This is an optimization exercise on Yosys and OpenROAD, whose aim is small area, not a production implementation. No functional check of the RTL was part of this run. Power figures rest on the tool's default switching activity, not on a simulated workload.

==> design.v <==
package wsk_pkg;
  localparam int unsigned KeyLen    = 24;
  localparam int unsigned HdrLen    = 19;
  localparam int unsigned AcceptLen = 28;
  function automatic logic [7:0] hdr_char(input logic [4:0] idx);
    logic [7:0] c;
    case (idx)
      5'd0:  c = "S";
      5'd1:  c = "e";
      5'd2:  c = "c";
      5'd3:  c = "-";
      5'd4:  c = "W";
      5'd5:  c = "e";
      5'd6:  c = "b";
      5'd7:  c = "S";
      5'd8:  c = "o";
      5'd9:  c = "c";
      5'd10: c = "k";
      5'd11: c = "e";
      5'd12: c = "t";
      5'd13: c = "-";
      5'd14: c = "K";
      5'd15: c = "e";
      5'd16: c = "y";
      5'd17: c = ":";
      5'd18: c = " ";
      default: c = 8'h00;
    endcase
    hdr_char = c;
  endfunction
  function automatic logic [7:0] b64_char(input logic [5:0] v);
    logic [7:0] c;
    if (v < 6'd26)      c = 8'("A") + 8'(v);
    else if (v < 6'd52) c = 8'("a") + 8'(v - 6'd26);
    else if (v < 6'd62) c = 8'("0") + 8'(v - 6'd52);
    else if (v == 6'd62) c = 8'("+");
    else                c = 8'("/");
    b64_char = c;
  endfunction
endpackage
module wsk_w2rom (
  input  logic [1:0] stage_i,
  input  logic [4:0] r_i,
  input  logic [1:0] c_i,
  output logic [7:0] b_o
);
  always_comb begin
    case ({stage_i, r_i, c_i})
      9'b00_01111_00: b_o = 8'he0;
      9'b00_01111_01: b_o = 8'h01;
      9'b00_10010_00: b_o = 8'hc0;
      9'b00_10010_01: b_o = 8'h03;
      9'b01_00001_00: b_o = 8'h80;
      9'b01_00001_01: b_o = 8'h07;
      9'b01_00011_00: b_o = 8'hc0;
      9'b01_00011_01: b_o = 8'h03;
      9'b01_00100_01: b_o = 8'h0f;
      9'b01_00111_01: b_o = 8'h1e;
      9'b01_01001_00: b_o = 8'hc0;
      9'b01_01001_01: b_o = 8'h0c;
      9'b01_01010_01: b_o = 8'h3c;
      9'b01_01011_00: b_o = 8'h40;
      9'b01_01011_01: b_o = 8'h04;
      9'b01_01101_01: b_o = 8'h78;
      9'b01_01110_01: b_o = 8'h0f;
      9'b01_01111_01: b_o = 8'h33;
      9'b01_10000_01: b_o = 8'hf0;
      9'b01_10001_01: b_o = 8'h0f;
      9'b01_10011_01: b_o = 8'hef;
      9'b01_10011_10: b_o = 8'h01;
      9'b10_00001_01: b_o = 8'hcc;
      9'b10_00010_01: b_o = 8'hc0;
      9'b10_00010_10: b_o = 8'h03;
      9'b10_00011_00: b_o = 8'h80;
      9'b10_00011_01: b_o = 8'h43;
      9'b10_00101_01: b_o = 8'h8f;
      9'b10_00101_10: b_o = 8'h07;
      9'b10_00110_01: b_o = 8'hff;
      9'b10_00111_00: b_o = 8'h80;
      9'b10_00111_01: b_o = 8'h26;
      9'b10_00111_10: b_o = 8'h03;
      9'b10_01000_10: b_o = 8'h0f;
      9'b10_01001_01: b_o = 8'hf0;
      9'b10_01010_01: b_o = 8'h33;
      9'b10_01011_01: b_o = 8'hff;
      9'b10_01011_10: b_o = 8'h1e;
      9'b10_01101_01: b_o = 8'hb8;
      9'b10_01101_10: b_o = 8'h0c;
      9'b10_01110_10: b_o = 8'h3c;
      9'b10_01111_01: b_o = 8'h0b;
      9'b10_01111_10: b_o = 8'h04;
      9'b10_10000_01: b_o = 8'hf0;
      9'b10_10001_01: b_o = 8'hff;
      9'b10_10001_10: b_o = 8'h78;
      9'b10_10010_01: b_o = 8'hf0;
      9'b10_10010_10: b_o = 8'h0f;
      9'b10_10011_01: b_o = 8'h87;
      9'b10_10011_10: b_o = 8'h33;
      9'b11_00000_10: b_o = 8'hf0;
      9'b11_00001_01: b_o = 8'hc3;
      9'b11_00001_10: b_o = 8'h0f;
      9'b11_00010_01: b_o = 8'hf0;
      9'b11_00011_01: b_o = 8'hbb;
      9'b11_00011_10: b_o = 8'hef;
      9'b11_00011_11: b_o = 8'h01;
      9'b11_00101_10: b_o = 8'hcc;
      9'b11_00110_01: b_o = 8'hf0;
      9'b11_00110_10: b_o = 8'hc0;
      9'b11_00110_11: b_o = 8'h03;
      9'b11_00111_01: b_o = 8'h80;
      9'b11_00111_10: b_o = 8'h43;
      9'b11_01001_10: b_o = 8'h8f;
      9'b11_01001_11: b_o = 8'h07;
      9'b11_01010_10: b_o = 8'hff;
      9'b11_01011_01: b_o = 8'h9e;
      9'b11_01011_10: b_o = 8'h26;
      9'b11_01011_11: b_o = 8'h03;
      9'b11_01100_11: b_o = 8'h0f;
      9'b11_01101_01: b_o = 8'hf0;
      9'b11_01101_10: b_o = 8'hf0;
      9'b11_01110_01: b_o = 8'h3c;
      9'b11_01110_10: b_o = 8'h33;
      9'b11_01111_01: b_o = 8'h88;
      9'b11_01111_10: b_o = 8'hff;
      9'b11_01111_11: b_o = 8'h1e;
      9'b11_10001_01: b_o = 8'h88;
      9'b11_10001_10: b_o = 8'hb8;
      9'b11_10001_11: b_o = 8'h0c;
      9'b11_10010_01: b_o = 8'hf0;
      9'b11_10010_11: b_o = 8'h3c;
      9'b11_10011_01: b_o = 8'h4a;
      9'b11_10011_10: b_o = 8'h0a;
      9'b11_10011_11: b_o = 8'h04;
      default: b_o = 8'h00;
    endcase
  end
endmodule
module websocket_accept_key_engine (
  input  logic       clk_i,
  input  logic       rst_ni,
  input  logic       in_valid_i,
  output logic       in_stall_o,
  input  logic [7:0] rx_byte_i,
  output logic       out_valid_o,
  input  logic       out_stall_i,
  output logic [7:0] accept_char_o,
  output logic [4:0] char_index_o,
  output logic       last_o
);
  localparam logic [3:0] StHdr  = 4'b0000, StKey  = 4'b0001, StLoad = 4'b0010,
                         StFf1  = 4'b0011, StR1S0 = 4'b0100, StR1S3 = 4'b0111,
                         StFf2  = 4'b1000, StXfer = 4'b1001, StOut  = 4'b1010,
                         StDone = 4'b1011, StR2S0 = 4'b1100, StR2S3 = 4'b1111;
  logic [3:0]   state_q;
  logic [1:0]   c_q, sg;
  logic [4:0]   r_q;
  logic [511:0] ring_q;
  logic [159:0] s_q;
  logic [3:0]   cy_q;
  logic [1:0]   bsv_q;
  logic         xpv_q;
  logic load, lrev, r1, r2, rnd, ff1, ff2, xfer, emit, last_cyc, key_en, in_acc, out_acc;
  assign load = (state_q == StLoad);
  assign r1   = (state_q[3:2] == 2'b01);
  assign r2   = (state_q[3:2] == 2'b11);
  assign sg   = state_q[1:0];
  assign ff1  = (state_q == StFf1);
  assign ff2  = (state_q == StFf2);
  assign xfer = (state_q == StXfer);
  assign rnd  = state_q[2];
  assign lrev = load && (r_q < 5'd8);
  assign emit = xfer && (r_q[1:0] == 2'd0);
  assign last_cyc = (c_q == 2'd3) &&
                    (r_q == ((ff1 || ff2) ? 5'd4 : xfer ? 5'd16 : 5'd19));
  assign in_stall_o  = !(state_q == StHdr || state_q == StKey || state_q == StDone);
  assign in_acc      = in_valid_i && !in_stall_o;
  assign out_valid_o = (state_q == StOut);
  assign out_acc     = out_valid_o && !out_stall_i;
  assign key_en      = (state_q == StKey && in_acc) || lrev || (load && r_q == 5'd19) ||
                       r1 || ff1 ||
                       (state_q == StR2S0 && r_q < 5'd10) || ff2 || emit ||
                       (out_acc && (r_q[1:0] != 2'd0));
  logic [7:0] gen_w, gen_h;
  always_comb begin
    case ({r_q, c_q})
      7'd40: gen_w = 8'h45;   
      7'd41: gen_w = 8'h38;   
      7'd42: gen_w = 8'h35;   
      7'd43: gen_w = 8'h32;   
      7'd44: gen_w = 8'h35;   
      7'd45: gen_w = 8'h41;   
      7'd46: gen_w = 8'h46;   
      7'd47: gen_w = 8'h41;   
      7'd48: gen_w = 8'h31;   
      7'd49: gen_w = 8'h39;   
      7'd50: gen_w = 8'h45;   
      7'd51: gen_w = 8'h2d;   
      7'd52: gen_w = 8'h37;   
      7'd53: gen_w = 8'h34;   
      7'd54: gen_w = 8'h2d;   
      7'd55: gen_w = 8'h34;   
      7'd56: gen_w = 8'h39;   
      7'd57: gen_w = 8'h2d;   
      7'd58: gen_w = 8'h41;   
      7'd59: gen_w = 8'h44;   
      7'd60: gen_w = 8'h2d;   
      7'd61: gen_w = 8'h41;   
      7'd62: gen_w = 8'h43;   
      7'd63: gen_w = 8'h35;   
      7'd64: gen_w = 8'h42;   
      7'd65: gen_w = 8'h41;   
      7'd66: gen_w = 8'h35;   
      7'd67: gen_w = 8'h43;   
      7'd68: gen_w = 8'h38;   
      7'd69: gen_w = 8'h43;   
      7'd70: gen_w = 8'h44;   
      7'd71: gen_w = 8'h30;   
      7'd72: gen_w = 8'h31;   
      7'd73: gen_w = 8'h31;   
      7'd74: gen_w = 8'h42;   
      7'd75: gen_w = 8'h35;   
      7'd79: gen_w = 8'h80;
      default: gen_w = 8'h00;
    endcase
  end
  always_comb begin
    case (r_q)
      5'd0, 5'd15: gen_h = {2'b11, ~c_q, 2'b00, c_q};               
      5'd1, 5'd16: gen_h = ~{1'b1, c_q, 1'b0, 1'b1, c_q, 1'b1};     
      5'd2, 5'd17: gen_h = ~{1'b0, c_q, 1'b0, 1'b0, c_q, 1'b1};     
      5'd3, 5'd18: gen_h = {1'b1, c_q, 1'b0, 1'b1, c_q, 1'b1};      
      default:     gen_h = {1'b0, c_q, 1'b0, 1'b0, c_q, 1'b1};      
    endcase
  end
  logic [7:0] bb, cc, dd, ee, a5, f, kc, wv, w2, hv, t;
  assign bb = s_q[103:96];
  assign cc = s_q[71:64];
  assign dd = s_q[39:32];
  assign ee = load ? 8'h00 : s_q[7:0];
  wsk_w2rom u_w2 (.stage_i(sg), .r_i(r_q), .c_i(c_q), .b_o(w2));
  always_comb begin
    logic [31:0] k;
    logic [7:0] x;
    a5 = {s_q[130:128], (c_q == 2'd0) ? s_q[159:155] : s_q[127:123]};
    x  = cc ^ dd;
    case (sg)
      2'd0: begin f = dd ^ (bb & x);        k = 32'h5A827999; end
      2'd1: begin f = bb ^ x;               k = 32'h6ED9EBA1; end
      2'd2: begin f = cc ^ (x & (bb ^ cc)); k = 32'h8F1BBCDC; end
      default: begin f = bb ^ x;            k = 32'hCA62C1D6; end
    endcase
    kc = k[8*c_q +: 8];
    wv = r2 ? w2 : ring_q[7:0];
    if (!rnd) begin
      a5 = 8'h00; f = 8'h00; kc = 8'h00;
      wv = lrev ? ring_q[7:0] : (ff1 || load) ? gen_h : ff2 ? ring_q[39:32] : 8'h00;
    end
  end
  logic [3:0] ci, co;
  always_comb begin
    logic [7:0] s1, c1, s2, c2, s3, c3, y, rc;
    ci = (c_q == 2'd0) ? 4'd0 : cy_q;
    s1 = a5 ^ f ^ ee;
    c1 = (a5 & f) | (a5 & ee) | (f & ee);
    s2 = kc ^ wv ^ s1;
    c2 = (kc & wv) | (kc & s1) | (wv & s1);
    y  = {c1[6:0], ci[0]};
    rc = {c2[6:0], ci[1]};
    s3 = s2 ^ y ^ rc;
    c3 = (s2 & y) | (s2 & rc) | (y & rc);
    y  = {c3[6:0], ci[2]};
    for (int i = 0; i < 8; i++) begin
      logic cin;
      cin  = (i == 0) ? ci[3] : rc[i-1];
      t[i] = s3[i] ^ y[i] ^ cin;
      rc[i] = (s3[i] & y[i]) | (s3[i] & cin) | (y[i] & cin);
    end
    co = {rc[7], c3[7], c2[7], c1[7]};
  end
  logic [7:0] x, wnew;
  logic       xb;
  assign x  = ring_q[7:0] ^ ring_q[71:64] ^ ring_q[263:256] ^ ring_q[423:416];
  assign xb = (c_q == 2'd0) ? (ring_q[31] ^ ring_q[95] ^ ring_q[287] ^ ring_q[447]) : xpv_q;
  assign wnew = {x[6:0], xb};
  logic [7:0] rot_b, s_top, w_top, k_top, s_tap;
  assign rot_b = (c_q == 2'd3) ? {bsv_q, s_q[103:98]} : s_q[105:98];
  assign s_top = t;
  always_comb begin
    case (c_q)
      2'd0: s_tap = s_q[159:152];
      2'd1: s_tap = s_q[143:136];
      2'd2: s_tap = s_q[127:120];
      default: s_tap = s_q[111:104];
    endcase
  end
  assign w_top = load ? gen_w : ff1 ? t : wnew;
  assign k_top = (state_q == StKey) ? rx_byte_i : (xfer || lrev) ? s_tap : ring_q[231:224];
  always_ff @(posedge clk_i) begin
    s_q   <= {s_top, s_q[159:104], rnd ? rot_b : s_q[103:96], s_q[95:8]};
    cy_q  <= co;
    if (c_q == 2'd0) bsv_q <= s_q[97:96];
    xpv_q <= x[7];
    ring_q[511:224] <= {w_top, ring_q[511:232]};
    if (key_en) ring_q[223:32] <= {k_top, ring_q[223:40]};
    ring_q[31:0] <= ring_q[39:8];
  end
  always_ff @(posedge clk_i) c_q <= (state_q == StKey) ? 2'd0 : c_q + 2'd1;
  always_ff @(posedge clk_i or negedge rst_ni) begin
    if (!rst_ni) begin
      state_q <= StHdr; r_q <= '0;
    end else begin
      case (state_q)
        StHdr: if (in_acc) begin
          if (rx_byte_i == wsk_pkg::hdr_char(r_q)) begin
            if (r_q == 5'(wsk_pkg::HdrLen - 1)) begin
              state_q <= StKey; r_q <= '0;
            end else r_q <= r_q + 5'd1;
          end else r_q <= (rx_byte_i == 8'h53) ? 5'd1 : 5'd0;
        end
        StKey: if (in_acc) begin
          if (r_q == 5'(wsk_pkg::KeyLen - 1)) begin
            state_q <= StLoad; r_q <= '0;
          end else r_q <= r_q + 5'd1;
        end
        StOut: if (out_acc) begin
          if (last_o) state_q <= StDone;
          else r_q <= r_q + 5'd1;
        end
        StDone: ;
        default: begin
          if (c_q == 2'd3) r_q <= r_q + 5'd1;
          if (last_cyc) begin
            r_q <= '0;
            case (state_q)
              StLoad:  state_q <= StR1S0;
              StR1S3:  state_q <= StFf1;
              StFf1:   state_q <= StR2S0;
              StR2S3:  state_q <= StFf2;
              StFf2:   state_q <= StXfer;
              StXfer:  state_q <= StOut;
              default: state_q <= state_q + 4'd1;   
            endcase
          end
        end
      endcase
    end
  end
  logic [7:0] b0, b1;
  logic [5:0] digit;
  assign b0 = ring_q[71:64];
  assign b1 = ring_q[79:72];
  always_comb begin
    case (r_q[1:0])
      2'd0: digit = b0[7:2];
      2'd1: digit = {b0[1:0], b1[7:4]};
      2'd2: digit = {b0[3:0], (r_q == 5'd26) ? 2'b00 : b1[7:6]};
      default: digit = b0[5:0];
    endcase
  end
  logic lt26, lt52, ge62;
  logic [4:0] off, lo;
  logic [7:0] ch;
  assign lt26 = !digit[5] && (!digit[4] || !digit[3] || (!digit[2] && !digit[1]));
  assign lt52 = !digit[5] || !digit[4] || (!digit[3] && !digit[2]);
  assign ge62 = &digit[5:1];
  assign off  = lt26 ? 5'd1 : lt52 ? 5'd7 : 5'd28;
  always_comb begin
    logic cy;
    cy = 1'b0;
    for (int i = 0; i < 5; i++) begin
      lo[i] = digit[i] ^ off[i] ^ cy;
      cy = (digit[i] & off[i]) | (digit[i] & cy) | (off[i] & cy);
    end
  end
  assign ch = ge62 ? {5'b00101, digit[0], 2'b11} : {1'b0, lt52, !lt26, lo};
  assign char_index_o  = r_q;
  assign last_o        = (r_q == 5'(wsk_pkg::AcceptLen));
  assign accept_char_o = last_o ? 8'h00 : (r_q == 5'(wsk_pkg::AcceptLen - 1) ? 8'("=") : ch);
endmodule
==> flow/run.sh <==
#!/bin/bash
# The standard layout (standard.sh) with changes to how the layout is made;
# the registers, their names and cell types stay the standard synthesis's:
#  - synthesis maps adders to plain gates, not the library's full and half
#    adder cells (no ADDER_MAP_FILE), and ABC maps for area with amap, twice
#    (a copy of ORFS's scripts with its own abc_area.script);
#  - port buffers are buf_1 cells;
#  - clock tree synthesis uses clkbuf_4 buffers in small clusters and no
#    dummy loads.
# Each tool's output goes to the ORFS logs under orfs/logs; make's output to
# standard_flow.log here.
set -euo pipefail
rm -rf orfs_scripts
cp -r "$FLOW_HOME/scripts" orfs_scripts
printf 'strash\ndch -f\namap -F 3 -A 8\nstrash\ndch -f\namap -F 3 -A 8\ntopo\n' > orfs_scripts/abc_area.script
export SCRIPTS_DIR="$PWD/orfs_scripts"
export ADDER_MAP_FILE=
export BUFFER_PORTS_ARGS="-buffer_cell sky130_fd_sc_hd__buf_1"
export CTS_ARGS="-sink_clustering_enable -repair_clock_nets -dont_use_dummy_load -buf_list sky130_fd_sc_hd__clkbuf_4 -sink_clustering_size 10 -sink_clustering_max_diameter 45"
bash standard.sh > standard_flow.log 2>&1
==> standard.sh <==
#!/bin/bash
# synth_recipe.tcl (not shown) runs the flow's synth.tcl, then flattens the netlist and writes it again
# the make line also repeats each setting of config.mk as NAME=value (left out here)
make -C /OpenROAD-flow-scripts/flow DESIGN_CONFIG=/design/flow/config.mk WORK_HOME=/design/flow/orfs CLKGATE_MAP_FILE= SYNTH_SCRIPT=/design/flow/synth_recipe.tcl "${@:-finish}"
==> config.mk <==
export PLATFORM = sky130hd
export DESIGN_NAME = websocket_accept_key_engine
export DESIGN_NICKNAME = websocket_accept_key_engine
export VERILOG_FILES = /design/flow/design.v
export SDC_FILE = /design/flow/constraint.sdc
export NUM_CORES = 4
export LEC_CHECK = 0
export ABC_AREA = 1
export CAP_MARGIN = 20
export CORE_MARGIN = 2
export CORE_UTILIZATION = 40
export SLEW_MARGIN = 20
==> constraint.sdc <==
create_clock -name core_clock -period 10.0 [get_ports {clk_i}]
set_input_delay 2.0000 -clock core_clock [delete_from_list [all_inputs] [get_ports {clk_i}]]
set_output_delay 2.0000 -clock core_clock [all_outputs]
set_load 0.01 [all_outputs]
==> flow_summary.ini <==
[status]
status = timing/DRC/antenna clean

[route]
drtIter0Drc = 1375
wire_per_inst_um = 20.26
drc = 0
totalWireLength_mm = 49.24
via_per_inst = 5.188
final_antenna_net_count = 0
drtPass1Iterations = 6
num_vias = 12610

[yosys]
ys_ff_latch = 690
synth_common_cells = dfxtp_1 (487), nor2_1 (215), edfxtp_1 (194), o21ai_0 (115), clkinv_1 (108)
yosysTopAreaCellShare = 0.4746
synth_cell_type_count = 50
netlist_top_cells_area = dfxtp_1 (47%), edfxtp_1 (28%), nor2_1 (3.9%)
yosys_warnings = 2
ys.flop_type = dfxtp_1
synth_edf_count = 194
async_flop_share = 0.01304
synth.most_common_cell = dfxtp_1
synth_area_leader_cell = dfxtp_1
netlist_area_um2 = 20540
syn_nets = 1623
synth_seq_area_share = 0.7692
synthCells = 1611
post_synth.cell_area_avg_um2 = 12.75

[cts]
cts_setup_buffers = 0
htree_levels = 3
numCtsBuffers = 85
worst_skew_pair.late_latency_ns = 0.83
clock_sink_count = 690
cts_resized = 0
holdBufCountCts = 0
cts_root_buffer = clkbuf_4
clkTransAtPathRegs_ns = 0.10
cts_buffer_depth = 3
cts_tree = yes

[critical_path]
endpoint_kind = flip-flop
worst_path_largest_cell_delay_ns = 0.93
timing.critical_path.buf_inv = 5
r2r_slack_ns = 2.32
cp.required_ns = 10.70
critPathSlowestCell = dfrtp_1
crit_type = reg2reg
crit_top_cell = o21ai_0
critPathArrivalTime_ns = 8.38
worstSetupStartpointType = flip-flop
crit_fanout = 24
path_delay_family = compound AO/OA/AOI/OAI gates

[place]
port_buffers = 26
dp_hpwl_mm = 33.95
finalWeightedCongestion = 0.9185

[sta]
setup-violations-final = 0
fin_setup_tns_ns = 0
fin_crit_sh = 0.7681
rsz0062_at_grt = false
final_max_slew_viol_count = 0
fmax_ghz = 0.1302
skew_ns = 0.1258
finalCriticalPeriod_ns = 7.681
hold_viol_final = 0
worst_slew_pin_slew_ns = 1.085
slew_headroom = 0.2766

[worst_hold_path]
min_path_type = reg2reg

[power]
total_power_uw = 4939
ir_worst_vdd_mv = 0.1060
p_comb_frac = 0.125
clock_power_share = 0.239
pwr_density_cell_nw_per_um2 = 221.0
p_sw_uw = 1295
seq_power_share = 0.636
switching_share = 0.2622
p_int_uw = 3644
p_leak_uw = 0.008565

[floorplanning]
die_w_um = 230.6
row_count = 83
fp.dieH_um = 230.6
core_area_um2 = 50990
ioPinCount = 28
die_area_um2 = 53180
initial_core_util = 0.4028

[finish]
final_util = 0.4383
nNetsFinal = 1760
fillers = 4698
post_route_cells_drive_above_1_share = 0.06357
synthToLayoutAreaGrowth_pct = 8.808

[grt]
gr-usage-met2 = 0.2733
grt_usage = 0.1865
gr-usage-met3 = 0.05447
grtUsageMet1 = 0.2619
grt-busiest-layer = met2
grt_pass1_wl_mm = 74.02
grt_max_degree = 193
first_global_vias = 12160
grt_antenna_before_repair = 3
grt.overflow.total = 0

[job]
maxCapViolCount = 0
## metal layers
layer  up-vias  routed length (um)
li1       6093                   -
met1      5999               23240
met2       430               20880
met3        87                3723
met4         2                1387
met5         -                  12
## through the flow
stage | area (um2) | hold WS (ns) | worst slack, ns | std cells
after floorplan | 20560 | 0.3096 | 2.331 | 1611
after global placement | 21700 | 0.3099 | 2.566 | 2341
after detailed placement | 21700 | 0.3121 | 2.466 | 2341
after CTS | 22340 | 0.2533 | 2.430 | 2426
after global routing | 22350 | 0.2759 | 1.447 | 2431
final | 22350 | 0.2655 | 2.319 | 2431
## cells by family after synthesis
logic type,Yosys count,synth area share
other cells,1,0.0001826
compound gates,414,0.1284
buf+inv,109,0.02010
simple gates,395,0.08126
flops,690,0.7692
xor+xnor,2,0.0008529
## cell type report
type	instances	area, um2	area share
sequential	690	15800	0.7069
multi-input combinational	812	4345	0.1944
tap	680	850.8	0.03807
clock buffer	85	638.1	0.02855
inverter	108	405.4	0.01814
timing repair buffer	51	297.8	0.01332
antenna	5	12.51	0.0005598
## final timing paths
| kind | startpoint | to | cells after the start |
|---|---|---|---|
| worst max-delay path | state_q[1]$_DFFE_PN0P_ | ring_q[510]$_DFF_P_ | 29 |
| worst min-delay path | ring_q[405]$_DFF_P_ | ring_q[397]$_DFF_P_ | 0 |
| worst max register to register | state_q[1]$_DFFE_PN0P_ | ring_q[510]$_DFF_P_ | 29 |
| worst min register to register | ring_q[405]$_DFF_P_ | ring_q[397]$_DFF_P_ | 0 |
| max in group asynchronous | rst_ni | r_q[1]$_DFFE_PN0P_ | 1 |
| min in group asynchronous | rst_ni | state_q[1]$_DFFE_PN0P_ | 1 |
## layout by cell type, fill, tap and decap left out, types with 15 or more instances in the layout
cell type / synthesis / layout
dfxtp_1: 487 / 487
nor2_1: 215 / 215
edfxtp_1: 194 / 194
o21ai_0: 115 / 115
clkinv_1: 108 / 108
a21oi_1: 100 / 100
nand2_1: 89 / 89
clkbuf_4: 0 / 85
o22ai_1: 61 / 61
nor3_1: 28 / 28
buf_1: 0 / 26
buf_4: 1 / 24
a222oi_1: 18 / 18
o221ai_1: 16 / 16
o32ai_1: 15 / 15
## power groups by stage
stage                     sequential, uW  combinational, uW  clock, uW
after global routing                3160                709       1360
after global placement              3200                600          0
after CTS                           3140                612       1250
final                               3140                618       1180
after floorplan                     3170                466          0
after detailed placement            3210                609          0
## sequential cells by signal, indices dropped and copies added (netlist names)
signal   count
ring_q     512
s_q        160
r_q          5
cy_q         4
state_q      4
bsv_q        2
c_q          2
xpv_q        1

[separate check: timing with driven ports]
No port has a modelled driver above. Below, the same layout with a new extraction and two added sets of constraints. Step 1 sets driving cells, clkbuf_16 on the clock port and buf_2 on the other inputs (assumed; they add their load-dependent delay and slew). Step 2, shift: input delay + t, output delay - t, t = (earliest + latest rising clock arrival at the registers) / 2. This alone moves slack from input paths to output paths. Three values: ideal, step 1, step 2; two values: the first two.
shift t [ns]: 0.818
setup WS [ns]: 2.319 / 2.319 / 2.319
worst setup path after step 2: register to register
latest minus earliest clock arrival (ns): 0.126 / 0.126
worst slew at a driven data input, ns: 0.04
After both steps setup and hold are still met in this run. The setup slack of this run moves by 0.000 ns with the drivers and by 0.000 ns with both steps.
